Context: an optimization exercise on an open-source flow, tuned for small area, a short achievable clock period and few clock cycles. The choices shown serve that exercise and are no tape-out recipe.
Only simulation tests tie the RTL to the original design; equivalence was not proved.
Power figures rest on the tool's default switching activity, not on a simulated workload.

==> job 874 <==
Design matmul_top, start of the top module:
module matmul_top
#(
    parameter  int BLOCK   = 4,
    parameter  int INNER   = 4,
    parameter  int A_ROWS  = 8,      
    parameter  int B_COLS  = 8,      
    localparam int A_DEPTH = (A_ROWS / BLOCK) * INNER,
    localparam int B_DEPTH = (B_COLS / BLOCK) * INNER,
    localparam int A_AW    = (A_DEPTH > 1) ? $clog2(A_DEPTH) : 1,
    localparam int B_AW    = (B_DEPTH > 1) ? $clog2(B_DEPTH) : 1,
    localparam int R_AW    = (A_ROWS * B_COLS > 1) ? $clog2(A_ROWS * B_COLS) : 1
) (
    input  logic              clk,
    input  logic              rst_n,
    input  logic              a_we,
    input  logic [A_AW-1:0]   a_addr,      
    input  logic [BLOCK-1:0][ELEM_W-1:0]  a_data,
    input  logic              b_we,
    input  logic [B_AW-1:0]   b_addr,      
    input  logic [BLOCK-1:0][ELEM_W-1:0]  b_data,
    input  logic              start,
    output logic              busy,
    output logic              done,
    input  logic [R_AW-1:0]   res_addr,
    output logic signed [ELEM_W-1:0]             res_data
);
    logic snap;
    logic [A_DEPTH-1:0][BLOCK-1:0][ELEM_W-1:0] a_snap;
    logic [B_DEPTH-1:0][BLOCK-1:0][ELEM_W-1:0] b_snap;
    tile_sequencer u_seq (
        .clk   (clk),
        .rst_n (rst_n),
        .start (start),
        .busy  (busy),
        .done  (done),
        .snap  (snap)
    );
    matrix_bram #(.DEPTH(A_DEPTH), .BLOCK(BLOCK)) a_mem (
        .clk    (clk),
        .we     (a_we),
        .waddr  (a_addr),
        .wdata  (a_data),
        .snap   (snap),
        .snap_q (a_snap)
    );
    matrix_bram #(.DEPTH(B_DEPTH), .BLOCK(BLOCK)) b_mem (
        .clk    (clk),
        .we     (b_we),
        .waddr  (b_addr),
        .wdata  (b_data),
        .snap   (snap),
        .snap_q (b_snap)
    );
    result_buffer u_res (
        .clk      (clk),
        .a_snap   (a_snap),
        .b_snap   (b_snap),
        .res_addr (res_addr),
        .res_data (res_data)
    );
endmodule
==> flow/config.mk <==
export PLATFORM = sky130hd
export DESIGN_NAME = matmul_top
export DESIGN_NICKNAME = matmul_top
export VERILOG_FILES = /design/flow/design.v
export SDC_FILE = /design/flow/constraint.sdc
export NUM_CORES = 4
export LEC_CHECK = 0
export CAP_MARGIN = 20
export CORE_MARGIN = 2
export CORE_UTILIZATION = 55
export CTS_CLUSTER_SIZE = 30
export SETUP_SLACK_MARGIN = 3.6
export SLEW_MARGIN = 20
export SYNTH_HIERARCHICAL = 1
==> flow/constraint.sdc <==
create_clock -name core_clock -period 10.0 [get_ports {clk}]
set_input_delay 2.0000 -clock core_clock [delete_from_list [all_inputs] [get_ports {clk}]]
set_output_delay 2.0000 -clock core_clock [all_outputs]
set_load 0.01 [all_outputs]
run.sh (not shown) runs the stock make flow with config.mk's settings and CLKGATE_MAP_FILE= SYNTH_SCRIPT=/design/flow/synth_recipe.tcl, a recipe that flattens the netlist after the stock synthesis.
==> job 9072: changes against job 874 <==
Settings changed: SETUP_SLACK_MARGIN 3.6 to 4.2.
==> results.py <==
metrics = {
    "clock_network": {
        "insertion_delay_ns": 0.88,
    },
    "final_layout": {
        "layout_common_cells": "edfxtp_1, nand2_1, xnor2_1",
        "antenna_cells": 5,
    },
    "power": {
        "p_leak_nw": 39.0,
        "switchingPower_mw": 15.3,
    },
    "critical_path": {
        "r2r_start": "a_mem.snap_q[48]",
        "cp_slowest_stage_delay_ns": 0.66,
    },
    "status": {
        "outcome": "complete, no violations",
    },
    "route": {
        "avgViaCountPerCell": 6.25,
        "vias": 53900,
    },
}
The numbers above come from job 9072.

==> results.py <==
metrics = {
    "sta": {
        "setup_tns_ns": 0,
        "timing.final.crit_share_pct": 68.7,
        "clock_skew_ns": 0.0569,
        "min_period_ns": 6.87,
        "slew_violations": 0,
    },
    "floorplan": {
        "die_area_um2": 185000,
    },
    "final_layout": {
        "layout_common_cells": "edfxtp_1, nand2_1, fa_1",
        "seqCellArea_um2": 64000,
        "antenna_cells": 4,
    },
    "power": {
        "p_leak_nw": 37.5,
    },
    "critical_path": {
        "crit_path_frequent_cell": "buf_6",
        "cp_slowest_stage_delay_ns": 0.67,
        "crit_end": "res_data[14]",
    },
    "logic_synthesis": {
        "synth-compound-area-share_pct": 5.65,
        "synth-simple-area-share_pct": 3.90,
    },
    "route": {
        "vias": 52300,
        "avgViaCountPerCell": 6.19,
    },
    "status": {
        "outcome": "complete, no violations",
    },
    "global_routing": {
        "met1_usage_pct": 40.8,
    },
    "clock_network": {
        "insertion_delay_ns": 0.87,
    },
}
The numbers above come from job 874.

Testbench counts of job 874, summed over its fixed seeds: cycles 4,296.
Testbench counts of job 9072, summed over its fixed seeds: cycles 4,296.

==> what the ideal ports hide <==
The results above use ideal ports. As a check the final layouts listed here were re-extracted and re-timed, cells and wires unchanged.
Step 1: set_driving_cell puts a clkbuf_16 on clk and a buf_2 on each other input, an assumption about the parent block.
Step 2 times the ports against the registers' clock, not the clock port: input delays grow and output delays shrink by t, the midpoint of the rising clock arrivals with the driver on.
a / b / c = no drivers / after step 1 / after step 2; a / b = the first two.
| run | t (ns) | setup slack, ns | worst register clock-pin slew, ns | pins driven straight from the clock port |
|---|---|---|---|---|
| job 874 | 0.931 | 3.126 / 3.038 / 2.435 | 0.06 / 0.06 | 1 |
| job 9072 | 0.941 | 3.122 / 3.029 / 2.374 | 0.06 / 0.06 | 1 |
After both steps setup and hold are still met in every run listed. The setup slack of job 9072, which loses most, moves by -0.093 ns with the drivers and by -0.748 ns with both steps.
